This is an optimization exercise on Yosys and OpenROAD, whose aim is small area and few clock cycles, not a production implementation.
In this exercise RTL edits were held to simulation tests only and were not proved equivalent to the original.
Power figures rest on the tool's default switching activity, not on a simulated workload.

==> design/flow/config.mk <==
export PLATFORM = sky130hd
export DESIGN_NAME = fusion_sequencer_top
export DESIGN_NICKNAME = fusion_sequencer_top
export VERILOG_FILES = /design/flow/design.v
export SDC_FILE = /design/flow/constraint.sdc
export NUM_CORES = 4
export LEC_CHECK = 0
export CAP_MARGIN = 20
export CORE_MARGIN = 2
export CORE_UTILIZATION = 70
export SLEW_MARGIN = 20
==> design/flow/flow/run.sh <==
#!/bin/bash
# The standard layout, except that Yosys's generic synthesis skips its quick
# ABC pass (synth -noabc), so that extract_fa still sees the adder tree as
# written and maps it to full adders without inverters between them. The
# technology-mapping ABC pass later in the script runs as usual.
set -euo pipefail
sed 's/yosys synth -nofsm -noshare /yosys synth -nofsm -noshare -noabc /' synth_recipe.tcl > flow_synth.tcl
grep -q -- '-noabc' flow_synth.tcl
sed "s#SYNTH_SCRIPT=[^ ]*#SYNTH_SCRIPT=$PWD/flow_synth.tcl#" standard.sh > flow_standard.sh
# Port buffers: a plain buf_2 on each input and output port
export BUFFER_PORTS_ARGS="-buffer_cell sky130_fd_sc_hd__buf_2"
bash flow_standard.sh > flow_standard.log 2>&1
==> design/flow/standard.sh <==
#!/bin/bash
# synth_recipe.tcl (not shown) runs the flow's synth.tcl, then flattens the netlist and writes it again
# the make line also repeats each setting of config.mk as NAME=value (left out here)
make -C /OpenROAD-flow-scripts/flow DESIGN_CONFIG=/design/flow/config.mk WORK_HOME=/design/flow/orfs CLKGATE_MAP_FILE= SYNTH_SCRIPT=/design/flow/synth_recipe.tcl "${@:-finish}"
==> design/flow/design.v <==
`default_nettype none
package fusion_pkg;
    localparam int WORD_W = 16;
    localparam int ADDR_W = 12;
    localparam logic [7:0] END_MARK = 8'hFF;
    localparam logic [1:0] PH_HDR0 = 2'd0;
    localparam logic [1:0] PH_HDR1 = 2'd1;
    localparam logic [1:0] PH_DATA = 2'd2;
    localparam logic [1:0] PH_DONE = 2'd3;
endpackage
`default_nettype wire
`timescale 1ns/1ns
`default_nettype none
module set_controller
(
    input  logic                             clock,
    input  logic                             reset,
    input  logic                             go_i,
    input  logic [fusion_pkg::WORD_W-1:0]    input_word_i,
    output logic [fusion_pkg::ADDR_W-1:0]    read_addr_o,
    output logic                             cfg_load_o,
    output logic                             data_o,
    output logic                             last_o,
    output logic                             finish_o
);
    logic                          run_q;
    logic [1:0]                    phase_q;
    logic [fusion_pkg::ADDR_W-1:0] addr_q;
    logic [7:0]                    m_cnt_q;
    logic [3:0]                    k_q;
    logic [3:0]                    k_cnt_q;
    logic                          clear;
    logic                          last_word;
    logic                          last_output;
    logic                          end_mark;
    assign clear       = reset || !go_i;
    assign end_mark    = (input_word_i[7:0] == fusion_pkg::END_MARK);
    assign last_word   = (k_cnt_q == 4'd0);
    assign last_output = (m_cnt_q == 8'd1);
    assign read_addr_o = addr_q;
    assign cfg_load_o  = run_q && (phase_q == fusion_pkg::PH_HDR1);
    assign data_o      = run_q && (phase_q == fusion_pkg::PH_DATA);
    assign last_o      = last_word;
    assign finish_o    = run_q && ((phase_q == fusion_pkg::PH_DONE) ||
                                   ((phase_q == fusion_pkg::PH_HDR0) && end_mark));
    always_ff @(posedge clock)
    begin
        if (clear)
        begin
            run_q   <= 1'b0;
            phase_q <= fusion_pkg::PH_HDR0;
            addr_q  <= '0;
        end
        else
        begin
            run_q  <= 1'b1;
            addr_q <= addr_q + 1'b1;
            if (run_q)
            begin
                case (phase_q)
                    fusion_pkg::PH_HDR0:
                        phase_q <= end_mark ? fusion_pkg::PH_DONE : fusion_pkg::PH_HDR1;
                    fusion_pkg::PH_HDR1:
                        phase_q <= (m_cnt_q == 8'd0) ? fusion_pkg::PH_HDR0 : fusion_pkg::PH_DATA;
                    fusion_pkg::PH_DATA:
                        if (last_word && last_output)
                            phase_q <= fusion_pkg::PH_HDR0;
                    default:
                        phase_q <= fusion_pkg::PH_DONE;
                endcase
            end
        end
    end
    always_ff @(posedge clock)
    begin
        if (phase_q == fusion_pkg::PH_HDR0)
            m_cnt_q <= input_word_i[7:0];
        else if ((phase_q == fusion_pkg::PH_DATA) && last_word)
            m_cnt_q <= m_cnt_q - 8'd1;
        if (phase_q == fusion_pkg::PH_HDR1)
        begin
            k_q     <= input_word_i[11:8] - 4'd1;
            k_cnt_q <= input_word_i[11:8] - 4'd1;
        end
        else if (phase_q == fusion_pkg::PH_DATA)
            k_cnt_q <= last_word ? k_q : k_cnt_q - 4'd1;
    end
endmodule
`default_nettype wire
`timescale 1ns/1ns
`default_nettype none
module brick_config
(
    input  logic                             clock,
    input  logic                             cfg_load_i,
    input  logic [fusion_pkg::WORD_W-1:0]    input_word_i,
    output logic                             p8_o,
    output logic                             p4_o
);
    always_ff @(posedge clock)
    begin
        if (cfg_load_i)
        begin
            p8_o <= input_word_i[3];
            p4_o <= input_word_i[2];
        end
    end
endmodule
`default_nettype wire
`timescale 1ns/1ns
`default_nettype none
module brick_array
(
    input  logic [15:0] a,
    input  logic [15:0] b,
    input  logic [15:0] acc,
    input  logic        p8,
    input  logic        p4,
    output logic [15:0] sum
);
    wire p2  = ~(p8 | p4);
    wire p84 = p8 | p4;
    wire p42 = ~p8;
    wire p82 = ~p4;
    wire ga_0_g842 = a[0];
    wire pp0 = ga_0_g842 & b[0];
    wire pp1 = (ga_0_g842 & b[1]) ^ p2;
    wire ga_0_g84 = a[0] & p84;
    wire pp2 = ga_0_g84 & b[2];
    wire pp3 = (ga_0_g84 & b[3]) ^ p4;
    wire ga_0_g8 = a[0] & p8;
    wire pp4 = ga_0_g8 & b[4];
    wire pp5 = ga_0_g8 & b[5];
    wire pp6 = ga_0_g8 & b[6];
    wire pp7 = ~ga_0_g8 | ~b[7];
    wire ga_1_g842 = a[1];
    wire pp8 = (ga_1_g842 & b[0]) ^ p2;
    wire pp9 = ga_1_g842 & b[1];
    wire ga_1_g84 = a[1] & p84;
    wire pp10 = ga_1_g84 & b[2];
    wire pp11 = (ga_1_g84 & b[3]) ^ p4;
    wire ga_1_g8 = a[1] & p8;
    wire pp12 = ga_1_g8 & b[4];
    wire pp13 = ga_1_g8 & b[5];
    wire pp14 = ga_1_g8 & b[6];
    wire pp15 = ~ga_1_g8 | ~b[7];
    wire ga_2_g84 = a[2] & p84;
    wire pp16 = ga_2_g84 & b[0];
    wire pp17 = ga_2_g84 & b[1];
    wire ga_2_g2 = a[2] & p2;
    wire pp18 = ga_2_g2 & b[2];
    wire pp19 = ga_2_g84 & b[2];
    wire pp20 = ~ga_2_g2 | ~b[3];
    wire pp21 = (ga_2_g84 & b[3]) ^ p4;
    wire ga_2_g8 = a[2] & p8;
    wire pp22 = ga_2_g8 & b[4];
    wire pp23 = ga_2_g8 & b[5];
    wire pp24 = ga_2_g8 & b[6];
    wire pp25 = ~ga_2_g8 | ~b[7];
    wire ga_3_g84 = a[3] & p84;
    wire pp26 = (ga_3_g84 & b[0]) ^ p4;
    wire pp27 = (ga_3_g84 & b[1]) ^ p4;
    wire ga_3_g2 = a[3] & p2;
    wire pp28 = ~ga_3_g2 | ~b[2];
    wire pp29 = (ga_3_g84 & b[2]) ^ p4;
    wire pp30 = ga_3_g2 & b[3];
    wire pp31 = ga_3_g84 & b[3];
    wire ga_3_g8 = a[3] & p8;
    wire pp32 = ga_3_g8 & b[4];
    wire pp33 = ga_3_g8 & b[5];
    wire pp34 = ga_3_g8 & b[6];
    wire pp35 = ~ga_3_g8 | ~b[7];
    wire ga_4_g8 = a[4] & p8;
    wire pp36 = ga_4_g8 & b[0];
    wire pp37 = ga_4_g8 & b[1];
    wire pp38 = ga_4_g8 & b[2];
    wire pp39 = ga_4_g8 & b[3];
    wire ga_4_g42 = a[4] & p42;
    wire pp40 = ga_4_g42 & b[4];
    wire pp41 = ga_4_g8 & b[4];
    wire pp42 = (ga_4_g42 & b[5]) ^ p2;
    wire pp43 = ga_4_g8 & b[5];
    wire ga_4_g4 = a[4] & p4;
    wire pp44 = ga_4_g4 & b[6];
    wire pp45 = ga_4_g8 & b[6];
    wire pp46 = ~ga_4_g4 | ~b[7];
    wire pp47 = ~ga_4_g8 | ~b[7];
    wire ga_5_g8 = a[5] & p8;
    wire pp48 = ga_5_g8 & b[0];
    wire pp49 = ga_5_g8 & b[1];
    wire pp50 = ga_5_g8 & b[2];
    wire pp51 = ga_5_g8 & b[3];
    wire ga_5_g42 = a[5] & p42;
    wire pp52 = (ga_5_g42 & b[4]) ^ p2;
    wire pp53 = ga_5_g8 & b[4];
    wire pp54 = ga_5_g42 & b[5];
    wire pp55 = ga_5_g8 & b[5];
    wire ga_5_g4 = a[5] & p4;
    wire pp56 = ga_5_g4 & b[6];
    wire pp57 = ga_5_g8 & b[6];
    wire pp58 = ~ga_5_g4 | ~b[7];
    wire pp59 = ~ga_5_g8 | ~b[7];
    wire ga_6_g8 = a[6] & p8;
    wire pp60 = ga_6_g8 & b[0];
    wire pp61 = ga_6_g8 & b[1];
    wire pp62 = ga_6_g8 & b[2];
    wire pp63 = ga_6_g8 & b[3];
    wire ga_6_g4 = a[6] & p4;
    wire pp64 = ga_6_g4 & b[4];
    wire pp65 = ga_6_g8 & b[4];
    wire pp66 = ga_6_g4 & b[5];
    wire pp67 = ga_6_g8 & b[5];
    wire ga_6_g2 = a[6] & p2;
    wire pp68 = ga_6_g2 & b[6];
    wire pp69 = ga_6_g4 & b[6];
    wire pp70 = ga_6_g8 & b[6];
    wire pp71 = ~ga_6_g2 | ~b[7];
    wire pp72 = ~ga_6_g4 | ~b[7];
    wire pp73 = ~ga_6_g8 | ~b[7];
    wire ga_7_g8 = a[7] & p8;
    wire pp74 = ~ga_7_g8 | ~b[0];
    wire pp75 = ~ga_7_g8 | ~b[1];
    wire pp76 = ~ga_7_g8 | ~b[2];
    wire pp77 = ~ga_7_g8 | ~b[3];
    wire ga_7_g4 = a[7] & p4;
    wire pp78 = ~ga_7_g4 | ~b[4];
    wire pp79 = ~ga_7_g8 | ~b[4];
    wire pp80 = ~ga_7_g4 | ~b[5];
    wire pp81 = ~ga_7_g8 | ~b[5];
    wire ga_7_g2 = a[7] & p2;
    wire pp82 = ~ga_7_g2 | ~b[6];
    wire pp83 = ~ga_7_g4 | ~b[6];
    wire pp84 = ~ga_7_g8 | ~b[6];
    wire pp85 = ga_7_g2 & b[7];
    wire pp86 = ga_7_g4 & b[7];
    wire pp87 = ga_7_g8 & b[7];
    wire ga_8_g842 = a[8];
    wire pp88 = ga_8_g842 & b[8];
    wire pp89 = (ga_8_g842 & b[9]) ^ p2;
    wire ga_8_g84 = a[8] & p84;
    wire pp90 = ga_8_g84 & b[10];
    wire pp91 = (ga_8_g84 & b[11]) ^ p4;
    wire ga_8_g8 = a[8] & p8;
    wire pp92 = ga_8_g8 & b[12];
    wire pp93 = ga_8_g8 & b[13];
    wire pp94 = ga_8_g8 & b[14];
    wire pp95 = ~ga_8_g8 | ~b[15];
    wire ga_9_g842 = a[9];
    wire pp96 = (ga_9_g842 & b[8]) ^ p2;
    wire pp97 = ga_9_g842 & b[9];
    wire ga_9_g84 = a[9] & p84;
    wire pp98 = ga_9_g84 & b[10];
    wire pp99 = (ga_9_g84 & b[11]) ^ p4;
    wire ga_9_g8 = a[9] & p8;
    wire pp100 = ga_9_g8 & b[12];
    wire pp101 = ga_9_g8 & b[13];
    wire pp102 = ga_9_g8 & b[14];
    wire pp103 = ~ga_9_g8 | ~b[15];
    wire ga_10_g84 = a[10] & p84;
    wire pp104 = ga_10_g84 & b[8];
    wire pp105 = ga_10_g84 & b[9];
    wire ga_10_g2 = a[10] & p2;
    wire pp106 = ga_10_g2 & b[10];
    wire pp107 = ga_10_g84 & b[10];
    wire pp108 = ~ga_10_g2 | ~b[11];
    wire pp109 = (ga_10_g84 & b[11]) ^ p4;
    wire ga_10_g8 = a[10] & p8;
    wire pp110 = ga_10_g8 & b[12];
    wire pp111 = ga_10_g8 & b[13];
    wire pp112 = ga_10_g8 & b[14];
    wire pp113 = ~ga_10_g8 | ~b[15];
    wire ga_11_g84 = a[11] & p84;
    wire pp114 = (ga_11_g84 & b[8]) ^ p4;
    wire pp115 = (ga_11_g84 & b[9]) ^ p4;
    wire ga_11_g2 = a[11] & p2;
    wire pp116 = ~ga_11_g2 | ~b[10];
    wire pp117 = (ga_11_g84 & b[10]) ^ p4;
    wire pp118 = ga_11_g2 & b[11];
    wire pp119 = ga_11_g84 & b[11];
    wire ga_11_g8 = a[11] & p8;
    wire pp120 = ga_11_g8 & b[12];
    wire pp121 = ga_11_g8 & b[13];
    wire pp122 = ga_11_g8 & b[14];
    wire pp123 = ~ga_11_g8 | ~b[15];
    wire ga_12_g8 = a[12] & p8;
    wire pp124 = ga_12_g8 & b[8];
    wire pp125 = ga_12_g8 & b[9];
    wire pp126 = ga_12_g8 & b[10];
    wire pp127 = ga_12_g8 & b[11];
    wire ga_12_g42 = a[12] & p42;
    wire pp128 = ga_12_g42 & b[12];
    wire pp129 = ga_12_g8 & b[12];
    wire pp130 = (ga_12_g42 & b[13]) ^ p2;
    wire pp131 = ga_12_g8 & b[13];
    wire ga_12_g4 = a[12] & p4;
    wire pp132 = ga_12_g4 & b[14];
    wire pp133 = ga_12_g8 & b[14];
    wire pp134 = ~ga_12_g4 | ~b[15];
    wire pp135 = ~ga_12_g8 | ~b[15];
    wire ga_13_g8 = a[13] & p8;
    wire pp136 = ga_13_g8 & b[8];
    wire pp137 = ga_13_g8 & b[9];
    wire pp138 = ga_13_g8 & b[10];
    wire pp139 = ga_13_g8 & b[11];
    wire ga_13_g42 = a[13] & p42;
    wire pp140 = (ga_13_g42 & b[12]) ^ p2;
    wire pp141 = ga_13_g8 & b[12];
    wire pp142 = ga_13_g42 & b[13];
    wire pp143 = ga_13_g8 & b[13];
    wire ga_13_g4 = a[13] & p4;
    wire pp144 = ga_13_g4 & b[14];
    wire pp145 = ga_13_g8 & b[14];
    wire pp146 = ~ga_13_g4 | ~b[15];
    wire pp147 = ~ga_13_g8 | ~b[15];
    wire ga_14_g8 = a[14] & p8;
    wire pp148 = ga_14_g8 & b[8];
    wire pp149 = ga_14_g8 & b[9];
    wire pp150 = ga_14_g8 & b[10];
    wire pp151 = ga_14_g8 & b[11];
    wire ga_14_g4 = a[14] & p4;
    wire pp152 = ga_14_g4 & b[12];
    wire pp153 = ga_14_g8 & b[12];
    wire pp154 = ga_14_g4 & b[13];
    wire pp155 = ga_14_g8 & b[13];
    wire ga_14_g2 = a[14] & p2;
    wire pp156 = ga_14_g2 & b[14];
    wire pp157 = ga_14_g4 & b[14];
    wire pp158 = ga_14_g8 & b[14];
    wire pp159 = ~ga_14_g2 | ~b[15];
    wire pp160 = ~ga_14_g4 | ~b[15];
    wire pp161 = ~ga_14_g8 | ~b[15];
    wire ga_15_g8 = a[15] & p8;
    wire pp162 = ~ga_15_g8 | ~b[8];
    wire pp163 = ~ga_15_g8 | ~b[9];
    wire pp164 = ~ga_15_g8 | ~b[10];
    wire pp165 = ~ga_15_g8 | ~b[11];
    wire ga_15_g4 = a[15] & p4;
    wire pp166 = ~ga_15_g4 | ~b[12];
    wire pp167 = ~ga_15_g8 | ~b[12];
    wire pp168 = ~ga_15_g4 | ~b[13];
    wire pp169 = ~ga_15_g8 | ~b[13];
    wire ga_15_g2 = a[15] & p2;
    wire pp170 = ~ga_15_g2 | ~b[14];
    wire pp171 = ~ga_15_g4 | ~b[14];
    wire pp172 = ~ga_15_g8 | ~b[14];
    wire pp173 = ga_15_g2 & b[15];
    wire pp174 = ga_15_g4 & b[15];
    wire pp175 = ga_15_g8 & b[15];
    wire k4 = p84;
    wire k5 = p4;
    wire k8 = p82;
    wire s0 = acc[1] ^ pp20 ^ pp28;
    wire c0 = (acc[1] & pp20) | (acc[1] & pp28) | (pp20 & pp28);
    wire s1 = pp71 ^ pp82 ^ pp108;
    wire c1 = (pp71 & pp82) | (pp71 & pp108) | (pp82 & pp108);
    wire s2 = acc[2] ^ pp2 ^ pp9;
    wire c2 = (acc[2] & pp2) | (acc[2] & pp9) | (pp2 & pp9);
    wire s3 = pp16 ^ pp30 ^ pp44;
    wire c3 = (pp16 & pp30) | (pp16 & pp44) | (pp30 & pp44);
    wire s4 = pp54 ^ pp64 ^ pp85;
    wire c4 = (pp54 & pp64) | (pp54 & pp85) | (pp64 & pp85);
    wire s5 = acc[3] ^ pp10 ^ pp17;
    wire c5 = (acc[3] & pp10) | (acc[3] & pp17) | (pp10 & pp17);
    wire s6 = pp46 ^ pp56 ^ pp66;
    wire c6 = (pp46 & pp56) | (pp46 & pp66) | (pp56 & pp66);
    wire s7 = pp78 ^ pp98 ^ pp105;
    wire c7 = (pp78 & pp98) | (pp78 & pp105) | (pp98 & pp105);
    wire hs0 = pp134 ^ pp144;
    wire hc0 = pp134 & pp144;
    wire s8 = acc[4] ^ k4 ^ pp4;
    wire c8 = (acc[4] & k4) | (acc[4] & pp4) | (k4 & pp4);
    wire s9 = pp19 ^ pp36 ^ pp58;
    wire c9 = (pp19 & pp36) | (pp19 & pp58) | (pp36 & pp58);
    wire s10 = pp69 ^ pp80 ^ pp92;
    wire c10 = (pp69 & pp80) | (pp69 & pp92) | (pp80 & pp92);
    wire s11 = pp107 ^ pp124 ^ pp146;
    wire c11 = (pp107 & pp124) | (pp107 & pp146) | (pp124 & pp146);
    wire hs1 = pp157 ^ pp168;
    wire hc1 = pp157 & pp168;
    wire s12 = acc[5] ^ k5 ^ pp5;
    wire c12 = (acc[5] & k5) | (acc[5] & pp5) | (k5 & pp5);
    wire s13 = pp12 ^ pp37 ^ pp48;
    wire c13 = (pp12 & pp37) | (pp12 & pp48) | (pp37 & pp48);
    wire s14 = pp72 ^ pp83 ^ pp93;
    wire c14 = (pp72 & pp83) | (pp72 & pp93) | (pp83 & pp93);
    wire s15 = pp100 ^ pp125 ^ pp136;
    wire c15 = (pp100 & pp125) | (pp100 & pp136) | (pp125 & pp136);
    wire s16 = pp160 ^ pp171 ^ pp21;
    wire c16 = (pp160 & pp171) | (pp160 & pp21) | (pp171 & pp21);
    wire s17 = acc[6] ^ pp6 ^ pp13;
    wire c17 = (acc[6] & pp6) | (acc[6] & pp13) | (pp6 & pp13);
    wire s18 = pp22 ^ pp31 ^ pp38;
    wire c18 = (pp22 & pp31) | (pp22 & pp38) | (pp31 & pp38);
    wire s19 = pp49 ^ pp60 ^ pp86;
    wire c19 = (pp49 & pp60) | (pp49 & pp86) | (pp60 & pp86);
    wire s20 = pp94 ^ pp101 ^ pp110;
    wire c20 = (pp94 & pp101) | (pp94 & pp110) | (pp101 & pp110);
    wire hs2 = pp119 ^ pp126;
    wire hc2 = pp119 & pp126;
    wire s21 = acc[7] ^ pp7 ^ pp14;
    wire c21 = (acc[7] & pp7) | (acc[7] & pp14) | (pp7 & pp14);
    wire s22 = pp23 ^ pp32 ^ pp39;
    wire c22 = (pp23 & pp32) | (pp23 & pp39) | (pp32 & pp39);
    wire s23 = pp50 ^ pp61 ^ pp74;
    wire c23 = (pp50 & pp61) | (pp50 & pp74) | (pp61 & pp74);
    wire s24 = pp95 ^ pp102 ^ pp111;
    wire c24 = (pp95 & pp102) | (pp95 & pp111) | (pp102 & pp111);
    wire hs3 = pp120 ^ pp127;
    wire hc3 = pp120 & pp127;
    wire s25 = acc[8] ^ k8 ^ pp15;
    wire c25 = (acc[8] & k8) | (acc[8] & pp15) | (k8 & pp15);
    wire s26 = pp24 ^ pp33 ^ pp41;
    wire c26 = (pp24 & pp33) | (pp24 & pp41) | (pp33 & pp41);
    wire s27 = pp51 ^ pp62 ^ pp75;
    wire c27 = (pp51 & pp62) | (pp51 & pp75) | (pp62 & pp75);
    wire s28 = pp103 ^ pp112 ^ pp121;
    wire c28 = (pp103 & pp112) | (pp103 & pp121) | (pp112 & pp121);
    wire s29 = acc[9] ^ pp25 ^ pp34;
    wire c29 = (acc[9] & pp25) | (acc[9] & pp34) | (pp25 & pp34);
    wire s30 = pp43 ^ pp53 ^ pp63;
    wire c30 = (pp43 & pp53) | (pp43 & pp63) | (pp53 & pp63);
    wire s31 = pp116 ^ pp159 ^ pp170;
    wire c31 = (pp116 & pp159) | (pp116 & pp170) | (pp159 & pp170);
    wire s32 = pp1 ^ pp8 ^ pp42;
    wire c32 = (pp1 & pp8) | (pp1 & pp42) | (pp8 & pp42);
    wire s33 = pp90 ^ pp97 ^ pp104;
    wire c33 = (pp90 & pp97) | (pp90 & pp104) | (pp97 & pp104);
    wire s34 = pp118 ^ pp132 ^ pp142;
    wire c34 = (pp118 & pp132) | (pp118 & pp142) | (pp132 & pp142);
    wire s35 = pp152 ^ pp173 ^ c0;
    wire c35 = (pp152 & pp173) | (pp152 & c0) | (pp173 & c0);
    wire s36 = pp154 ^ pp166 ^ pp3;
    wire c36 = (pp154 & pp166) | (pp154 & pp3) | (pp166 & pp3);
    wire s37 = pp26 ^ pp91 ^ pp114;
    wire c37 = (pp26 & pp91) | (pp26 & pp114) | (pp91 & pp114);
    wire s38 = hs0 ^ c2 ^ c3;
    wire c38 = (hs0 & c2) | (hs0 & c3) | (c2 & c3);
    wire hs4 = c4 ^ s5;
    wire hc4 = c4 & s5;
    wire s39 = pp11 ^ pp27 ^ pp99;
    wire c39 = (pp11 & pp27) | (pp11 & pp99) | (pp27 & pp99);
    wire s40 = pp115 ^ hc0 ^ hs1;
    wire c40 = (pp115 & hc0) | (pp115 & hs1) | (hc0 & hs1);
    wire s41 = c5 ^ c6 ^ c7;
    wire c41 = (c5 & c6) | (c5 & c7) | (c6 & c7);
    wire s42 = s8 ^ s9 ^ s10;
    wire c42 = (s8 & s9) | (s8 & s10) | (s9 & s10);
    wire s43 = pp29 ^ pp109 ^ pp117;
    wire c43 = (pp29 & pp109) | (pp29 & pp117) | (pp109 & pp117);
    wire s44 = hc1 ^ c8 ^ c9;
    wire c44 = (hc1 & c8) | (hc1 & c9) | (c8 & c9);
    wire s45 = c10 ^ c11 ^ s12;
    wire c45 = (c10 & c11) | (c10 & s12) | (c11 & s12);
    wire s46 = s13 ^ s14 ^ s15;
    wire c46 = (s13 & s14) | (s13 & s15) | (s14 & s15);
    wire s47 = pp137 ^ pp148 ^ pp174;
    wire c47 = (pp137 & pp148) | (pp137 & pp174) | (pp148 & pp174);
    wire s48 = hs2 ^ c12 ^ c13;
    wire c48 = (hs2 & c12) | (hs2 & c13) | (c12 & c13);
    wire s49 = c14 ^ c15 ^ s17;
    wire c49 = (c14 & c15) | (c14 & s17) | (c15 & s17);
    wire s50 = s18 ^ s19 ^ s20;
    wire c50 = (s18 & s19) | (s18 & s20) | (s19 & s20);
    wire s51 = pp138 ^ pp149 ^ pp162;
    wire c51 = (pp138 & pp149) | (pp138 & pp162) | (pp149 & pp162);
    wire s52 = hc2 ^ hs3 ^ c17;
    wire c52 = (hc2 & hs3) | (hc2 & c17) | (hs3 & c17);
    wire s53 = c18 ^ c19 ^ c20;
    wire c53 = (c18 & c19) | (c18 & c20) | (c19 & c20);
    wire s54 = s21 ^ s22 ^ s23;
    wire c54 = (s21 & s22) | (s21 & s23) | (s22 & s23);
    wire s55 = pp129 ^ pp139 ^ pp150;
    wire c55 = (pp129 & pp139) | (pp129 & pp150) | (pp139 & pp150);
    wire s56 = pp163 ^ hc3 ^ c21;
    wire c56 = (pp163 & hc3) | (pp163 & c21) | (hc3 & c21);
    wire s57 = c22 ^ c23 ^ c24;
    wire c57 = (c22 & c23) | (c22 & c24) | (c23 & c24);
    wire s58 = s25 ^ s26 ^ s27;
    wire c58 = (s25 & s26) | (s25 & s27) | (s26 & s27);
    wire s59 = pp76 ^ pp113 ^ pp122;
    wire c59 = (pp76 & pp113) | (pp76 & pp122) | (pp113 & pp122);
    wire s60 = pp131 ^ pp141 ^ pp151;
    wire c60 = (pp131 & pp141) | (pp131 & pp151) | (pp141 & pp151);
    wire s61 = pp164 ^ c25 ^ c26;
    wire c61 = (pp164 & c25) | (pp164 & c26) | (c25 & c26);
    wire s62 = c27 ^ c28 ^ s29;
    wire c62 = (c27 & c28) | (c27 & s29) | (c28 & s29);
    wire s63 = acc[10] ^ pp35 ^ pp45;
    wire c63 = (acc[10] & pp35) | (acc[10] & pp45) | (pp35 & pp45);
    wire s64 = pp55 ^ pp65 ^ pp77;
    wire c64 = (pp55 & pp65) | (pp55 & pp77) | (pp65 & pp77);
    wire s65 = pp123 ^ pp133 ^ pp143;
    wire c65 = (pp123 & pp133) | (pp123 & pp143) | (pp133 & pp143);
    wire s66 = pp153 ^ pp165 ^ c29;
    wire c66 = (pp153 & pp165) | (pp153 & c29) | (pp165 & c29);
    wire s67 = acc[11] ^ pp47 ^ pp57;
    wire c67 = (acc[11] & pp47) | (acc[11] & pp57) | (pp47 & pp57);
    wire s68 = pp67 ^ pp79 ^ pp135;
    wire c68 = (pp67 & pp79) | (pp67 & pp135) | (pp79 & pp135);
    wire s69 = acc[0] ^ pp0 ^ pp18;
    wire c69 = (acc[0] & pp0) | (acc[0] & pp18) | (pp0 & pp18);
    wire hs5 = pp40 ^ pp68;
    wire hc5 = pp40 & pp68;
    wire s70 = pp52 ^ pp89 ^ pp96;
    wire c70 = (pp52 & pp89) | (pp52 & pp96) | (pp89 & pp96);
    wire s71 = pp130 ^ pp140 ^ s31;
    wire c71 = (pp130 & pp140) | (pp130 & s31) | (pp140 & s31);
    wire hs6 = s0 ^ s1;
    wire hc6 = s0 & s1;
    wire s72 = c31 ^ c1 ^ s33;
    wire c72 = (c31 & c1) | (c31 & s33) | (c1 & s33);
    wire s73 = s34 ^ s2 ^ s3;
    wire c73 = (s34 & s2) | (s34 & s3) | (s2 & s3);
    wire s74 = s4 ^ c32 ^ s35;
    wire c74 = (s4 & c32) | (s4 & s35) | (c32 & s35);
    wire s75 = c33 ^ c34 ^ s6;
    wire c75 = (c33 & c34) | (c33 & s6) | (c34 & s6);
    wire s76 = s7 ^ s36 ^ s37;
    wire c76 = (s7 & s36) | (s7 & s37) | (s36 & s37);
    wire s77 = c35 ^ hs4 ^ s38;
    wire c77 = (c35 & hs4) | (c35 & s38) | (hs4 & s38);
    wire s78 = s11 ^ c36 ^ c37;
    wire c78 = (s11 & c36) | (s11 & c37) | (c36 & c37);
    wire s79 = s39 ^ hc4 ^ c38;
    wire c79 = (s39 & hc4) | (s39 & c38) | (hc4 & c38);
    wire s80 = s40 ^ s41 ^ s42;
    wire c80 = (s40 & s41) | (s40 & s42) | (s41 & s42);
    wire s81 = c39 ^ s43 ^ s16;
    wire c81 = (c39 & s43) | (c39 & s16) | (s43 & s16);
    wire s82 = c40 ^ c41 ^ c42;
    wire c82 = (c40 & c41) | (c40 & c42) | (c41 & c42);
    wire s83 = s44 ^ s45 ^ s46;
    wire c83 = (s44 & s45) | (s44 & s46) | (s45 & s46);
    wire s84 = s47 ^ c43 ^ c16;
    wire c84 = (s47 & c43) | (s47 & c16) | (c43 & c16);
    wire s85 = c44 ^ c45 ^ c46;
    wire c85 = (c44 & c45) | (c44 & c46) | (c45 & c46);
    wire s86 = s48 ^ s49 ^ s50;
    wire c86 = (s48 & s49) | (s48 & s50) | (s49 & s50);
    wire s87 = c47 ^ s51 ^ s24;
    wire c87 = (c47 & s51) | (c47 & s24) | (s51 & s24);
    wire s88 = c48 ^ c49 ^ c50;
    wire c88 = (c48 & c49) | (c48 & c50) | (c49 & c50);
    wire s89 = s52 ^ s53 ^ s54;
    wire c89 = (s52 & s53) | (s52 & s54) | (s53 & s54);
    wire s90 = c51 ^ s55 ^ s28;
    wire c90 = (c51 & s55) | (c51 & s28) | (s55 & s28);
    wire s91 = c52 ^ c53 ^ c54;
    wire c91 = (c52 & c53) | (c52 & c54) | (c53 & c54);
    wire s92 = s56 ^ s57 ^ s58;
    wire c92 = (s56 & s57) | (s56 & s58) | (s57 & s58);
    wire s93 = c55 ^ s59 ^ s60;
    wire c93 = (c55 & s59) | (c55 & s60) | (s59 & s60);
    wire s94 = s30 ^ c56 ^ c57;
    wire c94 = (s30 & c56) | (s30 & c57) | (c56 & c57);
    wire s95 = c58 ^ s61 ^ s62;
    wire c95 = (c58 & s61) | (c58 & s62) | (s61 & s62);
    wire s96 = c59 ^ c60 ^ c30;
    wire c96 = (c59 & c60) | (c59 & c30) | (c60 & c30);
    wire s97 = s63 ^ s64 ^ s65;
    wire c97 = (s63 & s64) | (s63 & s65) | (s64 & s65);
    wire s98 = c61 ^ c62 ^ s66;
    wire c98 = (c61 & c62) | (c61 & s66) | (c62 & s66);
    wire s99 = pp145 ^ pp155 ^ pp167;
    wire c99 = (pp145 & pp155) | (pp145 & pp167) | (pp155 & pp167);
    wire s100 = c63 ^ c64 ^ c65;
    wire c100 = (c63 & c64) | (c63 & c65) | (c64 & c65);
    wire s101 = s67 ^ s68 ^ c66;
    wire c101 = (s67 & s68) | (s67 & c66) | (s68 & c66);
    wire s102 = acc[12] ^ pp59 ^ pp70;
    wire c102 = (acc[12] & pp59) | (acc[12] & pp70) | (pp59 & pp70);
    wire s103 = pp81 ^ pp147 ^ pp158;
    wire c103 = (pp81 & pp147) | (pp81 & pp158) | (pp147 & pp158);
    wire s104 = pp169 ^ c67 ^ c68;
    wire c104 = (pp169 & c67) | (pp169 & c68) | (c67 & c68);
    wire s105 = acc[13] ^ pp73 ^ pp84;
    wire c105 = (acc[13] & pp73) | (acc[13] & pp84) | (pp73 & pp84);
    wire s106 = pp88 ^ pp106 ^ pp128;
    wire c106 = (pp88 & pp106) | (pp88 & pp128) | (pp106 & pp128);
    wire s107 = hc5 ^ c69 ^ s70;
    wire c107 = (hc5 & c69) | (hc5 & s70) | (c69 & s70);
    wire hs7 = s32 ^ hs6;
    wire hc7 = s32 & hs6;
    wire s108 = c70 ^ hc6 ^ c71;
    wire c108 = (c70 & hc6) | (c70 & c71) | (hc6 & c71);
    wire s109 = s72 ^ s73 ^ s74;
    wire c109 = (s72 & s73) | (s72 & s74) | (s73 & s74);
    wire s110 = c72 ^ c73 ^ s75;
    wire c110 = (c72 & c73) | (c72 & s75) | (c73 & s75);
    wire s111 = s76 ^ c74 ^ s77;
    wire c111 = (s76 & c74) | (s76 & s77) | (c74 & s77);
    wire s112 = c75 ^ c76 ^ s78;
    wire c112 = (c75 & c76) | (c75 & s78) | (c76 & s78);
    wire s113 = c77 ^ s79 ^ s80;
    wire c113 = (c77 & s79) | (c77 & s80) | (s79 & s80);
    wire s114 = c78 ^ s81 ^ c79;
    wire c114 = (c78 & s81) | (c78 & c79) | (s81 & c79);
    wire s115 = c80 ^ s82 ^ s83;
    wire c115 = (c80 & s82) | (c80 & s83) | (s82 & s83);
    wire s116 = c81 ^ s84 ^ c82;
    wire c116 = (c81 & s84) | (c81 & c82) | (s84 & c82);
    wire s117 = c83 ^ s85 ^ s86;
    wire c117 = (c83 & s85) | (c83 & s86) | (s85 & s86);
    wire s118 = c84 ^ s87 ^ c85;
    wire c118 = (c84 & s87) | (c84 & c85) | (s87 & c85);
    wire s119 = c86 ^ s88 ^ s89;
    wire c119 = (c86 & s88) | (c86 & s89) | (s88 & s89);
    wire s120 = c87 ^ s90 ^ c88;
    wire c120 = (c87 & s90) | (c87 & c88) | (s90 & c88);
    wire s121 = c89 ^ s91 ^ s92;
    wire c121 = (c89 & s91) | (c89 & s92) | (s91 & s92);
    wire s122 = c90 ^ s93 ^ c91;
    wire c122 = (c90 & s93) | (c90 & c91) | (s93 & c91);
    wire s123 = s94 ^ c92 ^ s95;
    wire c123 = (s94 & c92) | (s94 & s95) | (c92 & s95);
    wire s124 = c93 ^ s96 ^ s97;
    wire c124 = (c93 & s96) | (c93 & s97) | (s96 & s97);
    wire s125 = c94 ^ c95 ^ s98;
    wire c125 = (c94 & c95) | (c94 & s98) | (c95 & s98);
    wire s126 = s99 ^ c96 ^ c97;
    wire c126 = (s99 & c96) | (s99 & c97) | (c96 & c97);
    wire s127 = s100 ^ c98 ^ s101;
    wire c127 = (s100 & c98) | (s100 & s101) | (c98 & s101);
    wire s128 = c99 ^ s102 ^ s103;
    wire c128 = (c99 & s102) | (c99 & s103) | (s102 & s103);
    wire s129 = c100 ^ s104 ^ c101;
    wire c129 = (c100 & s104) | (c100 & c101) | (s104 & c101);
    wire s130 = pp161 ^ pp172 ^ c102;
    wire c130 = (pp161 & pp172) | (pp161 & c102) | (pp172 & c102);
    wire s131 = c103 ^ s105 ^ c104;
    wire c131 = (c103 & s105) | (c103 & c104) | (s105 & c104);
    wire s132 = acc[14] ^ pp87 ^ pp175;
    wire c132 = (acc[14] & pp87) | (acc[14] & pp175) | (pp87 & pp175);
    wire hs8 = pp156 ^ hs5;
    wire hc8 = pp156 & hs5;
    wire s133 = c106 ^ s71 ^ hs7;
    wire c133 = (c106 & s71) | (c106 & hs7) | (s71 & hs7);
    wire s134 = hc7 ^ c107 ^ s108;
    wire c134 = (hc7 & c107) | (hc7 & s108) | (c107 & s108);
    wire s135 = c108 ^ s110 ^ c109;
    wire c135 = (c108 & s110) | (c108 & c109) | (s110 & c109);
    wire s136 = c110 ^ s112 ^ c111;
    wire c136 = (c110 & s112) | (c110 & c111) | (s112 & c111);
    wire s137 = c112 ^ s114 ^ c113;
    wire c137 = (c112 & s114) | (c112 & c113) | (s114 & c113);
    wire s138 = c114 ^ s116 ^ c115;
    wire c138 = (c114 & s116) | (c114 & c115) | (s116 & c115);
    wire s139 = c116 ^ s118 ^ c117;
    wire c139 = (c116 & s118) | (c116 & c117) | (s118 & c117);
    wire s140 = c118 ^ s120 ^ c119;
    wire c140 = (c118 & s120) | (c118 & c119) | (s120 & c119);
    wire s141 = c120 ^ s122 ^ c121;
    wire c141 = (c120 & s122) | (c120 & c121) | (s122 & c121);
    wire s142 = s124 ^ c122 ^ c123;
    wire c142 = (s124 & c122) | (s124 & c123) | (c122 & c123);
    wire s143 = c124 ^ s126 ^ c125;
    wire c143 = (c124 & s126) | (c124 & c125) | (s126 & c125);
    wire s144 = s128 ^ c126 ^ c127;
    wire c144 = (s128 & c126) | (s128 & c127) | (c126 & c127);
    wire s145 = c128 ^ s130 ^ s131;
    wire c145 = (c128 & s130) | (c128 & s131) | (s130 & s131);
    wire s146 = c105 ^ s132 ^ c130;
    wire c146 = (c105 & s132) | (c105 & c130) | (s132 & c130);
    wire hs9 = s106 ^ s69;
    wire hc9 = s106 & s69;
    wire s147 = hc8 ^ s107 ^ s133;
    wire c147 = (hc8 & s107) | (hc8 & s133) | (s107 & s133);
    wire s148 = c133 ^ s134 ^ s109;
    wire c148 = (c133 & s134) | (c133 & s109) | (s134 & s109);
    wire s149 = c134 ^ s111 ^ s135;
    wire c149 = (c134 & s111) | (c134 & s135) | (s111 & s135);
    wire s150 = s113 ^ c135 ^ s136;
    wire c150 = (s113 & c135) | (s113 & s136) | (c135 & s136);
    wire s151 = s115 ^ c136 ^ s137;
    wire c151 = (s115 & c136) | (s115 & s137) | (c136 & s137);
    wire s152 = s117 ^ c137 ^ s138;
    wire c152 = (s117 & c137) | (s117 & s138) | (c137 & s138);
    wire s153 = s119 ^ c138 ^ s139;
    wire c153 = (s119 & c138) | (s119 & s139) | (c138 & s139);
    wire s154 = s121 ^ c139 ^ s140;
    wire c154 = (s121 & c139) | (s121 & s140) | (c139 & s140);
    wire s155 = s123 ^ c140 ^ s141;
    wire c155 = (s123 & c140) | (s123 & s141) | (c140 & s141);
    wire s156 = s125 ^ c141 ^ s142;
    wire c156 = (s125 & c141) | (s125 & s142) | (c141 & s142);
    wire s157 = s127 ^ c142 ^ s143;
    wire c157 = (s127 & c142) | (s127 & s143) | (c142 & s143);
    wire s158 = s129 ^ c143 ^ s144;
    wire c158 = (s129 & c143) | (s129 & s144) | (c143 & s144);
    wire s159 = c129 ^ s145 ^ c144;
    wire c159 = (c129 & s145) | (c129 & c144) | (s145 & c144);
    wire s160 = c131 ^ s146 ^ c145;
    wire c160 = (c131 & s146) | (c131 & c145) | (s146 & c145);
    wire s161 = acc[15] ^ c132 ^ c146;
    wire [15:0] row0 = {c160, c159, c158, c157, c156, c155, c154, c153, c152, c151, c150, c149, c148, c147, hc9, hs9};
    wire [15:0] row1 = {s161, s160, s159, s158, s157, s156, s155, s154, s153, s152, s151, s150, s149, s148, s147, hs8};
    assign sum = row0 + row1;
endmodule
`default_nettype wire
`timescale 1ns/1ns
`default_nettype none
module output_accumulator
(
    input  logic                             clock,
    input  logic                             reset,
    input  logic                             go_i,
    input  logic                             data_i,
    input  logic                             last_i,
    input  logic [fusion_pkg::WORD_W-1:0]    sum_i,
    output logic [fusion_pkg::WORD_W-1:0]    acc_o,
    output logic [fusion_pkg::ADDR_W-1:0]    out_addr_o,
    output logic [fusion_pkg::WORD_W-1:0]    out_data_o,
    output logic                             out_write_o
);
    logic [fusion_pkg::WORD_W-1:0] acc_q;
    logic [fusion_pkg::ADDR_W-1:0] addr_q;
    logic                          write_q;
    logic                          cont_q;
    assign acc_o = cont_q ? acc_q : '0;
    always_ff @(posedge clock)
    begin
        acc_q  <= sum_i;
        cont_q <= data_i && !last_i;
        if (reset || !go_i)
        begin
            addr_q  <= '0;
            write_q <= 1'b0;
        end
        else
        begin
            write_q <= data_i && last_i;
            addr_q  <= addr_q + {11'd0, write_q};
        end
    end
    assign out_addr_o  = addr_q;
    assign out_data_o  = acc_q;
    assign out_write_o = write_q;
endmodule
`default_nettype wire
`timescale 1ns/1ns
`default_nettype none
module fusion_sequencer_top
(
    input  logic        clock,
    input  logic        reset,
    input  logic        go_i,
    input  logic [15:0] input_word_i,
    input  logic [15:0] weight_word_i,
    output logic [11:0] input_addr_o,
    output logic [11:0] weight_addr_o,
    output logic [11:0] out_addr_o,
    output logic [15:0] out_data_o,
    output logic        out_write_o,
    output logic        finish_o
);
    logic [fusion_pkg::ADDR_W-1:0] read_addr;
    logic                          cfg_load;
    logic                          data;
    logic                          last;
    logic                          p8;
    logic                          p4;
    logic [fusion_pkg::WORD_W-1:0] acc;
    logic [fusion_pkg::WORD_W-1:0] sum;
    assign input_addr_o  = read_addr;
    assign weight_addr_o = read_addr;
    set_controller set_controller_inst (
        .clock        (clock),
        .reset        (reset),
        .go_i         (go_i),
        .input_word_i (input_word_i),
        .read_addr_o  (read_addr),
        .cfg_load_o   (cfg_load),
        .data_o       (data),
        .last_o       (last),
        .finish_o     (finish_o)
    );
    brick_config brick_config_inst (
        .clock        (clock),
        .cfg_load_i   (cfg_load),
        .input_word_i (input_word_i),
        .p8_o         (p8),
        .p4_o         (p4)
    );
    brick_array brick_array_inst (
        .a   (input_word_i),
        .b   (weight_word_i),
        .acc (acc),
        .p8  (p8),
        .p4  (p4),
        .sum (sum)
    );
    output_accumulator output_accumulator_inst (
        .clock       (clock),
        .reset       (reset),
        .go_i        (go_i),
        .data_i      (data),
        .last_i      (last),
        .sum_i       (sum),
        .acc_o       (acc),
        .out_addr_o  (out_addr_o),
        .out_data_o  (out_data_o),
        .out_write_o (out_write_o)
    );
endmodule
`default_nettype wire
==> design/flow/constraint.sdc <==
create_clock -name core_clock -period 6.0 [get_ports {clock}]
set_input_delay 1.2000 -clock core_clock [delete_from_list [all_inputs] [get_ports {clock}]]
set_output_delay 1.2000 -clock core_clock [all_outputs]
set_load 0.01 [all_outputs]
==> results of run 1 <==
==> state kept, by name, summed over array words and instances, names as in the netlist <==
name	count
set_controller_inst.m_cnt_q	8
set_controller_inst.phase_q	2
brick_config_inst.p4_o	1
set_controller_inst.k_cnt_q	4
output_accumulator_inst.addr_q	12
brick_config_inst.p8_o	1
output_accumulator_inst.acc_q	16
set_controller_inst.run_q	1
set_controller_inst.k_q	4
output_accumulator_inst.cont_q	1
output_accumulator_inst.write_q	1
set_controller_inst.addr_q	12
==> cell families (layout without fill, tap and decap cells) <==
family	Yosys count	count (layout)
AND/OR/NAND/NOR	304	304
buffers and inverters	84	165
adder cells (fa/ha/maj)	198	198
AO/OA/AOI/OAI	76	76
XOR/XNOR	46	46
flip-flops	63	63
multiplexers	15	15
==> routing by layer <==
layer | global-route usage, % | vias to the layer above | share of wire (%)
met1 | 47.0 | 3202 | 36
li1 | - | 2785 | -
met5 | 0 | - | 0
met4 | 16.0 | 0 | 4.9
met3 | 8.93 | 76 | 10
met2 | 59.0 | 364 | 49
==> cell usage in the layout (no fill, tap or decap), types with 2 or more instances in the layout <==
master and n:
a211oi_1 3, a21o_1 9, a21oi_1 27, and2_1 25, and3_1 104, and3b_1 2
buf_2 88, buf_4 40, bufinv_16 2, clkbuf_16 9, dfxtp_1 45, edfxtp_1 18
fa_1 162, ha_1 36, inv_1 20, mux2_2 14, nand2_1 66, nand2b_1 2
nand3_1 40, nand4_1 2, nor2_1 41, nor2b_1 3, nor3_1 6, o211a_1 2
o211ai_1 4, o21a_1 3, o21ai_0 19, o21bai_1 2, or3_1 5, xnor2_1 27
xor2_1 18
==> through the flow <==
step                std cells  hold WS [ps]  total power [µW]  instance area (µm²)
floorplan                 786           469              2550                 8170
global placement          994           448              3200                 8820
detailed placement        994           474              3320                 8820
CTS                      1010           490              3940                 9150
global route             1010           534              4290                 9150
finish                   1010           492              3950                 9150
==> worst max path at each step <==
stage               slack (ps)                                        end  cells past startpoint
global placement            10  output_accumulator_inst.acc_q[14]$_DFF_P_                     15
floorplan                   30  output_accumulator_inst.acc_q[14]$_DFF_P_                     14
CTS                        270  output_accumulator_inst.acc_q[14]$_DFF_P_                     15
detailed placement         -70  output_accumulator_inst.acc_q[14]$_DFF_P_                     15
finish                     250  output_accumulator_inst.acc_q[14]$_DFF_P_                     15
global route                70  output_accumulator_inst.acc_q[13]$_DFF_P_                     14
==> area by class of cell <==
class | instances | area share, %
tap | 143 | 1.96
timing repair buffer | 129 | 8.32
inverter | 20 | 0.821
clock inverter | 6 | 0.998
sequential | 63 | 15.8
clock buffer | 10 | 2.61
multi-input combinational | 639 | 69.5
==> power by group through the flow <==
| stage | Combinational, µW | Clock [µW] | Sequential, µW |
|---|---|---|---|
| after floorplan | 1940 | 0 | 618 |
| after global placement | 2600 | 0 | 598 |
| after detailed placement | 2720 | 0 | 600 |
| after CTS | 2760 | 592 | 594 |
| after global routing | 3080 | 603 | 602 |
| final | 2770 | 584 | 596 |
==> metrics.cfg, run 1 <==
[run_status]
status=timing/DRC/antenna clean

[pwr]
power_frac_comb_pct=70.1
total_leakage_power_uw=0.00433
internal_power_uw=2240
p_seq_share_pct=15.1
power_switching_uw=1710
power_density_mw_per_mm2=431
p_clk_share_pct=14.8
vdd_drop_max_uv=749
sw_frac_of_total_pct=43.3

[logic_synthesis]
yosys.area.top_type_share_pct=39.7
synth_flop_cell=dfxtp_1
synth_top_family_by_area=adder cells
netlist_instances=786
synth_edf_count=18
yosys_register_bits=63
ys_seq_area_share_pct=17.7
synthXorXnorAreaFrac_pct=5.10
synth-adder-area-share_pct=45.2
synth-simple-area-share_pct=19.7
postSynthAreaPerCell_um2=10.4
synth_compound_area_share_pct=5.84
yosys.area.top_type=fa_1
syn_area_mm2=0.00816
netlist_top_cells_area=fa_1 40%, dfxtp_1 11%, and3_1 8.0%, edfxtp_1 6.6%, ha_1 5.5%
yosysMostFrequentCell=fa_1
synth.distinct_cells=47
synth_nets=1019
ys_warn_count=3
async_flop_share_pct=0
netlist_top_cells_count=162 x fa_1, 104 x and3_1, 66 x nand2_1
yosys-mux-area-fraction_pct=2.05

[layout]
fill_cells=741
nets=1095
multi_input_area_mm2=0.00636
areaGrowthSynthToFinish_pct=12.1
layout-drive-gt1-share_pct=19.3
fin_util_pct=80.1
seqCellArea_mm2=0.00144
antennaDiodeCount=0

[worst_setup_path]
cp_data_arrival_time_ps=6020
path_buf_inv=2
path_class=in -> reg
r2r_start=brick_config_inst.p8_o$_DFFE_PP_
worst_r2r_path_depth=16
crit_top_cell=fa_1
cp-startpoint=weight_word_i[7]
cpPeakStageDelay_ps=590
crit_chain=buf_2 > nand3_1 > fa_1 > fa_1 > fa_1 > fa_1 > fa_1 > fa_1 > ha_1 > and3_1 > a221oi_2 > buf_4 > o211ai_1 > a31oi_1 > xnor2_1
cp_top_family=adder cells
crit_slowest_cell=fa_1
cp.required_ps=6270
worstPathMaxFanout=8
regToRegSetupSlack_ps=500
critPathCaptureType=flop
r2r-end=output_accumulator_inst.acc_q[14]$_DFF_P_
start_kind=primary input

[floorplanning]
core_area_mm2=0.0114
die_width_um=112
die_area_mm2=0.0125
start_util_pct=71.5
ios=89
rows=39
die_h_um=112

[routing]
first_iter_violations=642
drc=0
via_count=6427
wirelength_um=21500
wire_per_inst_um=21.3
dr.pass1.iters=5
ant_nets=0
vias_per_cell=6.36

[sta]
maxSlewHeadroom_pct=33.8
fin_crit_sh_pct=95.8
final_hold_viol_count=0
max_freq_ghz=0.174
slew_violations=0
fin_skew_ps=7.00
worst_pin_slew_ps=993
setup_slack_ps=255
finalSetupTns_ps=0
rsz0062_at_grt=false
finalSetupViolCount=0
fin_crit_ps=5750

[global_route]
antenna_found_initial=0
grt-ovfl-total=0
grt_pass1_wl_um=34700
grt_max_degree=94
grt_use_total_pct=36.3
grt_pass1_vias=6760

[clock_network]
cts_setup_buffers=0
clkSlewWorstSetupHoldPaths_ps=60
cts.path.max_buffers=2
cts_tree=built
clk_latency_ps=340
cts_resized=0
clock-sinks=63
clockRootBuffer=clkbuf_16
numCtsBuffers=9
cts_hold_buf=0
htreeDepth=3

[worst_hold_path]
hp-class=reg -> reg
hp-start=set_controller_inst.addr_q[0]$_SDFF_PP0_
hold_depth=1
hold_path_end=set_controller_inst.addr_q[0]$_SDFF_PP0_

[flow_run]
drv_cap=0

[placed_design]
port-buffer-count=88
gp_congestion=1.05
dp_hpwl_um=17100
pre_cts_slack_ps=-72.7

Testbench counts, summed over its fixed seeds: cycles 26,114.
==> inputs of run 2 (changes only) <==
--- a/design/flow/flow/run.sh
+++ b/design/flow/flow/run.sh
@@ -7,6 +7,6 @@
 sed 's/yosys synth -nofsm -noshare /yosys synth -nofsm -noshare -noabc /' synth_recipe.tcl > flow_synth.tcl
 grep -q -- '-noabc' flow_synth.tcl
 sed "s#SYNTH_SCRIPT=[^ ]*#SYNTH_SCRIPT=$PWD/flow_synth.tcl#" standard.sh > flow_standard.sh
-# Port buffers: a plain buf_2 on each input and output port
-export BUFFER_PORTS_ARGS="-buffer_cell sky130_fd_sc_hd__buf_2"
+# Port buffers: a plain buf_1 on each input and output port
+export BUFFER_PORTS_ARGS="-buffer_cell sky130_fd_sc_hd__buf_1"
 bash flow_standard.sh > flow_standard.log 2>&1
--- a/design/flow/config.mk
+++ b/design/flow/config.mk
@@ -7,5 +7,5 @@
 export LEC_CHECK = 0
 export CAP_MARGIN = 20
 export CORE_MARGIN = 2
-export CORE_UTILIZATION = 70
+export CORE_UTILIZATION = 40
 export SLEW_MARGIN = 20
==> run 2 against run 1 <==
Compared with the run above:
- critical path type unchanged
- critical endpoint unchanged
- final cell count grew 18%
- first-iteration DRC count is 33% lower
- largest power group unchanged
- critical path depth unchanged
- still clean on timing, DRC and antenna
==> metrics.cfg, run 2 <==
[logic_synthesis]
netlist_instances=786  ; unchanged
netlist_top_cells_count=162 x fa_1, 104 x and3_1, 66 x nand2_1
ys_warn_count=3  ; unchanged
synth_nets=1019  ; unchanged
ys_seq_area_share_pct=17.7  ; unchanged
async_flop_share_pct=0  ; unchanged
yosys.area.top_type=fa_1
yosys.area.top_type_share_pct=39.7  ; unchanged
synth_top_family_by_area=adder cells
synth-simple-area-share_pct=19.7  ; unchanged
synth_flop_cell=dfxtp_1
synthXorXnorAreaFrac_pct=5.10  ; unchanged
postSynthAreaPerCell_um2=10.4  ; unchanged
synth_edf_count=18  ; unchanged
yosysMostFrequentCell=fa_1
synth.distinct_cells=47  ; unchanged
synth-adder-area-share_pct=45.2  ; unchanged
yosys_register_bits=63  ; unchanged
yosys-mux-area-fraction_pct=2.05  ; unchanged
netlist_top_cells_area=fa_1 40%, dfxtp_1 11%, and3_1 8.0%, edfxtp_1 6.6%, ha_1 5.5%
synth_compound_area_share_pct=5.84  ; unchanged
syn_area_mm2=0.00816  ; unchanged

[layout]
areaGrowthSynthToFinish_pct=17.1
fin_util_pct=47.6  ; -33 points
fill_cells=1906  ; +160%
mostFrequentLayoutCell=fa_1
largest_register=output_accumulator_inst.acc_q
antennaDiodeCount=0  ; unchanged
nets=1145  ; +4.6%
largest_reg_flops=16  ; unchanged
reg_top3=output_accumulator_inst.acc_q (16), output_accumulator_inst.addr_q (12), set_controller_inst.addr_q (12)
final_cell_mix=162 x fa_1, 104 x and3_1, 90 x buf_4, 80 x buf_1, 66 x nand2_1
layout-drive-gt1-share_pct=15.0  ; -4.2 points

[routing]
wl_met1_um=9600  ; +23%
wirelength_um=22100  ; +2.8%
top_layer_used=met4
wl_met2_um=10700  ; +2.3%
ant_nets=0  ; unchanged
dr.pass1.iters=5  ; unchanged
routed-wl-met3_um=1080  ; -50%
first_iter_violations=428  ; -33%
via_count=6280  ; -2.3%
vias_per_cell=5.29  ; -17%
drc=0  ; unchanged
wire_per_inst_um=18.6  ; -13%

[sta]
fin_crit_ps=5800  ; +53.9 ps
fin_crit_sh_pct=96.7  ; +0.90 points
finalSetupViolCount=0  ; unchanged
slew_violations=0  ; unchanged
worst_pin_slew_ps=618  ; -375 ps
final_hold_viol_count=0  ; unchanged
rsz0062_at_grt=false
max_freq_ghz=0.172  ; -0.93%
fin_skew_ps=9.66  ; +2.65 ps
setup_slack_ps=201  ; -53.9 ps
maxSlewHeadroom_pct=58.7  ; +25 points

[pwr]
vdd_drop_max_uv=506  ; -32%
total_leakage_power_uw=0.00428  ; -1.2%
power_density_mw_per_mm2=439  ; +1.7%

[worst_setup_path]
r2r_start=brick_config_inst.p8_o$_DFFE_PP_
crit_chain=buf_1 > and3_1 > fa_1 > fa_1 > fa_1 > fa_1 > fa_1 > fa_1 > ha_4 > and3_1 > a221oi_2 > buf_4 > o211ai_1 > a31oi_1 > xnor2_1
regToRegSetupSlack_ps=430  ; -70 ps
cpPeakStageDelay_ps=610  ; +20 ps
critPathCaptureType=flop
crit_slowest_cell=fa_1
worst_r2r_path_depth=16  ; unchanged
r2r-end=output_accumulator_inst.acc_q[14]$_DFF_P_
crit_top_cell=fa_1
worstPathMaxFanout=5  ; -3
start_kind=primary input
path_class=in -> reg
cp_data_arrival_time_ps=6070  ; +50 ps
cp.required_ps=6270  ; about the same

[placed_design]
gp_congestion=0.881  ; -16%
port-buffer-count=88  ; unchanged
dp_hpwl_um=18500  ; +8.2%
pre_cts_slack_ps=-251  ; -178 ps

[clock_network]
clkSlewWorstSetupHoldPaths_ps=60  ; about the same
numCtsBuffers=9  ; unchanged
clockRootBuffer=clkbuf_16
cts.path.max_buffers=2  ; unchanged
htreeDepth=3  ; unchanged
cts_tree=built
clock-sinks=63  ; unchanged
cts_hold_buf=0  ; unchanged
cts_setup_buffers=0  ; unchanged
clk_latency_ps=340  ; about the same

[global_route]
grt-ovfl-total=0  ; unchanged
grt_max_degree=94  ; unchanged
grt_pass1_vias=6670  ; -1.3%
antenna_found_initial=0  ; unchanged
grt_pass1_wl_um=36100  ; +4.1%
grt_use_total_pct=21.7  ; -15 points

[worst_hold_path]
hold_depth=1  ; unchanged
hp-start=set_controller_inst.addr_q[0]$_SDFF_PP0_
hp-class=reg -> reg
hold_path_end=set_controller_inst.addr_q[0]$_SDFF_PP0_

[floorplanning]
start_util_pct=40.6  ; -31 points
die_area_mm2=0.0216  ; +72%
die_h_um=147  ; +31%
core_area_mm2=0.0201  ; +76%
die_width_um=147  ; +31%
rows=52  ; +33%
ios=89  ; unchanged

[flow_run]
drv_cap=0  ; unchanged

[run_status]
status=timing/DRC/antenna clean

-- run 2: per-stage QoR --
stage	std cells	total power (µW)	hold slack, ps	setup TNS [ps]	instance area, µm²
after floorplan	786	2550	469	0	8170
after global placement	1171	3560	460	-698	9240
after detailed placement	1171	3590	464	-1130	9240
after CTS	1187	4170	477	0	9540
after global routing	1187	4640	518	0	9560
final	1187	4200	470	0	9560
-- run 2: layout make-up --
type	count	area (µm²)	share of cell area, %
Clock buffer	9	225	2.36
Sequential cell	63	1440	15.1
Tap cell	270	338	3.53
Timing Repair Buffer	179	1040	10.8
Inverter	20	75.1	0.785
Multi-Input combinational cell	639	6370	66.7
Clock inverter	7	71.3	0.746
-- run 2: critical path, delay by kind of cell --
kind                     cells  cell delay (ps)
XOR/XNOR                     1              140
AO/OA/AOI/OAI                3              580
AND/OR/NAND/NOR              2              410
adder cells (fa/ha/maj)      7             3380
buffers and inverters        2              330
-- run 2: how the worst max path moves through the flow --
| stage | from | to | depth (start not counted) |
|---|---|---|---|
| 6_report | input_word_i[8] | output_accumulator_inst.acc_q[14]$_DFF_P_ | 15 |
| 5_1_grt | input_word_i[8] | output_accumulator_inst.acc_q[14]$_DFF_P_ | 15 |
| 4_1_cts | weight_word_i[6] | output_accumulator_inst.acc_q[14]$_DFF_P_ | 15 |
| 3_5_place_dp | weight_word_i[6] | output_accumulator_inst.acc_q[14]$_DFF_P_ | 15 |
| 3_3_place_gp | weight_word_i[6] | output_accumulator_inst.acc_q[14]$_DFF_P_ | 15 |
| 2_1_floorplan | weight_word_i[7] | output_accumulator_inst.acc_q[14]$_DFF_P_ | 14 |
-- run 2: layer usage --
metal / global-route usage, % / vias to the layer above
met5: 0 / -
met4: 8.01 / 0
met3: 2.48 / 34
met2: 35.4 / 191
met1: 30.1 / 3171
li1: - / 2884
-- run 2: what timing repair did --
item | in CTS | in global routing
gates resized for setup | 0 | 9
endpoints found under the hold margin | 0 | 0
endpoints found under the setup margin | 0 | 6
-- run 2: logic make-up (layout without fill, tap and decap cells) --
group | Yosys count | count (layout)
AND/OR/NAND/NOR | 304 | 304
adder cells (fa/ha/maj) | 198 | 198
buffers and inverters | 84 | 215
AO/OA/AOI/OAI | 76 | 76
flip-flops | 63 | 63
XOR/XNOR | 46 | 46
multiplexers | 15 | 15
-- run 2: power by group --
group / internal, µW / total [µW] / switching [µW]
sequential: 551 / 597 / 46.1
combinational: 1540 / 3060 / 1520
clock: 322 / 535 / 213
total: 2420 / 4200 / 1780
==> inputs of run 3 (changes only) <==
--- a/design/flow/flow/run.sh
+++ b/design/flow/flow/run.sh
@@ -7,6 +7,8 @@
 sed 's/yosys synth -nofsm -noshare /yosys synth -nofsm -noshare -noabc /' synth_recipe.tcl > flow_synth.tcl
 grep -q -- '-noabc' flow_synth.tcl
 sed "s#SYNTH_SCRIPT=[^ ]*#SYNTH_SCRIPT=$PWD/flow_synth.tcl#" standard.sh > flow_standard.sh
-# Port buffers: a plain buf_1 on each input and output port
-export BUFFER_PORTS_ARGS="-buffer_cell sky130_fd_sc_hd__buf_1"
+# Port buffers: a plain buf_2 on each input and output port
+export BUFFER_PORTS_ARGS="-buffer_cell sky130_fd_sc_hd__buf_2"
+# Clock tree: smaller clock buffers and larger sink clusters
+export CTS_ARGS="-sink_clustering_enable -repair_clock_nets -buf_list {sky130_fd_sc_hd__clkbuf_4 sky130_fd_sc_hd__clkbuf_8} -sink_clustering_size 30 -sink_clustering_max_diameter 100 -dont_use_dummy_load"
 bash flow_standard.sh > flow_standard.log 2>&1
--- a/design/flow/config.mk
+++ b/design/flow/config.mk
@@ -7,5 +7,5 @@
 export LEC_CHECK = 0
 export CAP_MARGIN = 20
 export CORE_MARGIN = 2
-export CORE_UTILIZATION = 40
+export CORE_UTILIZATION = 70
 export SLEW_MARGIN = 20
==> run 3 against run 2 <==
Compared with the run above:
- non-clock buffer count shrank 50
- design area shrank 6.5%
- still clean on timing, DRC and antenna
- global-route usage is 14 points higher
==> metrics.cfg, run 3 <==
[sta]
setup_slack_ps=295  ; +93.9 ps
slew_violations=0  ; unchanged
fin_skew_ps=21.8  ; +12.2 ps
maxSlewHeadroom_pct=34.8  ; -24 points
final_hold_viol_count=0  ; unchanged
fin_crit_ps=5710  ; -93.9 ps
finalSetupViolCount=0  ; unchanged
finalSetupTns_ps=0  ; unchanged
worst_pin_slew_ps=978  ; +360 ps
rsz0062_at_grt=false
fin_crit_sh_pct=95.1  ; -1.6 points
max_freq_ghz=0.175  ; +1.6%

[routing]
vias_per_cell=6.32  ; +19%
dr.pass1.iters=6  ; +1
ant_nets=0  ; unchanged
first_iter_violations=547  ; +28%
wire_per_inst_um=20.8  ; +12%
drc=0  ; unchanged
via_count=6336  ; +0.89%
wirelength_um=20900  ; -5.5%

[pwr]
power_density_mw_per_mm2=403  ; -8.1%
total_leakage_power_uw=0.00424  ; -0.98%
vdd_drop_max_uv=749  ; +48%
total_power_uw=3610  ; -14%

[logic_synthesis]
yosysMostFrequentCell=fa_1
synth_edf_count=18  ; unchanged
netlist_instances=786  ; unchanged
netlist_top_cells_count=162 x fa_1, 104 x and3_1, 66 x nand2_1
postSynthAreaPerCell_um2=10.4  ; unchanged
netlist_top_cells_area=fa_1 40%, dfxtp_1 11%, and3_1 8.0%, edfxtp_1 6.6%, ha_1 5.5%
ys_warn_count=3  ; unchanged
yosys_register_bits=63  ; unchanged
synthXorXnorAreaFrac_pct=5.10  ; unchanged
synth_top_family_by_area=adder cells
synth_compound_area_share_pct=5.84  ; unchanged
syn_area_mm2=0.00816  ; unchanged
synth-adder-area-share_pct=45.2  ; unchanged
yosys.area.top_type=fa_1
yosys.area.top_type_share_pct=39.7  ; unchanged
synth-simple-area-share_pct=19.7  ; unchanged
synth_flop_cell=dfxtp_1
yosys-mux-area-fraction_pct=2.05  ; unchanged
async_flop_share_pct=0  ; unchanged
synth_nets=1019  ; unchanged
ys_seq_area_share_pct=17.7  ; unchanged
synth.distinct_cells=47  ; unchanged

[layout]
fin_util_pct=78.3  ; +31 points
largest_register=output_accumulator_inst.acc_q
reg_top3=output_accumulator_inst.acc_q (16), output_accumulator_inst.addr_q (12), set_controller_inst.addr_q (12)
largest_reg_flops=16  ; unchanged
final_cell_mix=162 x fa_1, 104 x and3_1, 88 x buf_2, 66 x nand2_1, 45 x dfxtp_1
nets=1095  ; -4.4%
layout-drive-gt1-share_pct=18.6  ; +3.6 points
mostFrequentLayoutCell=fa_1
antennaDiodeCount=0  ; unchanged
areaGrowthSynthToFinish_pct=9.53
fin_cells=1003  ; -16%

[clock_network]
htreeDepth=3  ; unchanged
clkSlewWorstSetupHoldPaths_ps=80  ; +20 ps
cts_hold_buf=0  ; unchanged
cts.path.max_buffers=2  ; unchanged
cts_resized=0  ; unchanged
cts_tree=built
clk_latency_ps=360  ; +20 ps
clockRootBuffer=clkbuf_8
cts_setup_buffers=0  ; unchanged
clock-sinks=63  ; unchanged
numCtsBuffers=9  ; unchanged

[placed_design]
dp_hpwl_um=17100  ; -7.6%
placed_cells=994  ; -15%
gp_congestion=1.05  ; +19%
port-buffer-count=88  ; unchanged
pre_cts_slack_ps=-72.7  ; +178 ps

[flow_run]
drv_cap=0  ; unchanged

[worst_hold_path]
hp-class=reg -> reg
hold_depth=1  ; unchanged

[worst_setup_path]
worstPathMaxFanout=8  ; +3
crit_slowest_cell=fa_1
cpPeakStageDelay_ps=590  ; -20 ps
crit_top_cell=fa_1
cp_data_arrival_time_ps=5990  ; -80 ps
start_kind=primary input
critPathCaptureType=flop
crit_chain=buf_2 > nand3_1 > fa_1 > fa_1 > fa_1 > fa_1 > fa_1 > fa_1 > ha_1 > and3_1 > a221oi_2 > buf_4 > o211ai_1 > a31oi_1 > xnor2_1
cp.required_ps=6280  ; about the same
path_class=in -> reg
worst_r2r_path_depth=16  ; unchanged

[floorplanning]
die_width_um=112  ; -24%
die_h_um=112  ; -24%
core_area_mm2=0.0114  ; -43%
ios=89  ; unchanged
rows=39  ; -25%
start_util_pct=71.5  ; +31 points
die_area_mm2=0.0125  ; -42%

[global_route]
grt-ovfl-total=0  ; unchanged
grt_max_degree=94  ; unchanged
antenna_found_initial=0  ; unchanged
grt_use_total_pct=35.7  ; +14 points
grt_pass1_wl_um=34100  ; -5.6%
grt_pass1_vias=6660  ; -0.15%

[run_status]
status=timing/DRC/antenna clean

==> run 3: cell types whose count changed in the layout (fill, tap and decap cells not counted), sizes merged <==
cell      before  now
buf          171  129
bufinv         1    0
clkbuf        17    9
clkinv         3    0
clkinvlp       1    0
inv           22   20
==> run 3: logic make-up (layout without fill, tap and decap cells) <==
logic type,Yosys count,after routing
compound gates,76,76
flops,63,63
xor+xnor,46,46
fa+ha+maj,198,198
mux,15,15
simple gates,304,304
buf+inv,84,158
==> run 3: final cells by class <==
type,instances,area [µm²]
Multi-Input combinational cell,639,6360
Fill cell,775,2480
Sequential cell,63,1440
Timing Repair Buffer,129,761
Tap cell,143,179
Clock buffer,9,124
Inverter,20,75.1
==> run 3: metrics by stage <==
stage	hold WS [ps]	instance area, µm²
finish	497	8940
global route	539	8940
CTS	494	8940
detailed placement	474	8820
global placement	448	8820
floorplan	469	8170
==> run 3: worst paths after layout <==
| kind | from | endpoint | slack (ps) |
|---|---|---|---|
| hold reg to reg | set_controller_inst.addr_q[0]$_SDFF_PP0_ | set_controller_inst.addr_q[0]$_SDFF_PP0_ | 500 |
| setup reg to reg | brick_config_inst.p8_o$_DFFE_PP_ | output_accumulator_inst.acc_q[14]$_DFF_P_ | 510 |
| hold / removal | set_controller_inst.addr_q[0]$_SDFF_PP0_ | set_controller_inst.addr_q[0]$_SDFF_PP0_ | 500 |
| setup / recovery | weight_word_i[7] | output_accumulator_inst.acc_q[14]$_DFF_P_ | 290 |
==> run 3: metal layers <==
layer  routed length, µm  global-route usage (%)  vias up  share of wire [%]
met5                   0                       0        -                  0
met4                1090                    16.3        0                5.2
met3                2180                    8.66       79                 10
met2               10000                    57.1      353                 48
met1                7560                    46.7     3131                 36
li1                    -                       -     2773                  -
==> run 3: worst max-delay path, delay by kind of cell <==
kind	cells	cell delay, ps
adders and majority gates	7	3360
AOI/OAI and AO/OA	3	560
buffers and inverters	2	380
xor gates and xnor gates	1	130
and+or+nand+nor	2	350
==> run 3: power by group <==
group | internal (µW) | switching [µW]
Combinational | 1300 | 1430
Clock | 133 | 155
Sequential | 551 | 43.1
Total | 1980 | 1620

separate check: timing with driven ports:
In the flow no input, the clock included, has a driving cell. The finished layouts below were timed again as built, in two steps.
Step 1 assumes that a clkbuf_16 drives the clock port and a buf_2 every other input.
Step 2 moves the port delays by t, midway between the first and last clock arrival at a register: inputs arrive t later, outputs are due t later. That takes back most of the time a late clock gives input paths.
Slacks: ideal / step 1 / step 2; pairs: ideal / step 1.
| run | shift t [ns] | setup WS [ns] | worst setup path at the end |
|---|---|---|---|
| run 1 | 0.384 | 0.255 / 0.280 / -0.104 | input to register |
| run 2 | 0.378 | 0.201 / 0.215 / -0.163 | input to register |
| run 3 | 0.389 | 0.295 / 0.310 / -0.079 | input to register |
With both steps, setup timing fails in every run listed, where it was met with ideal ports. The setup slack of run 3, which loses most, moves by +0.015 ns with the drivers and by -0.374 ns with both steps.
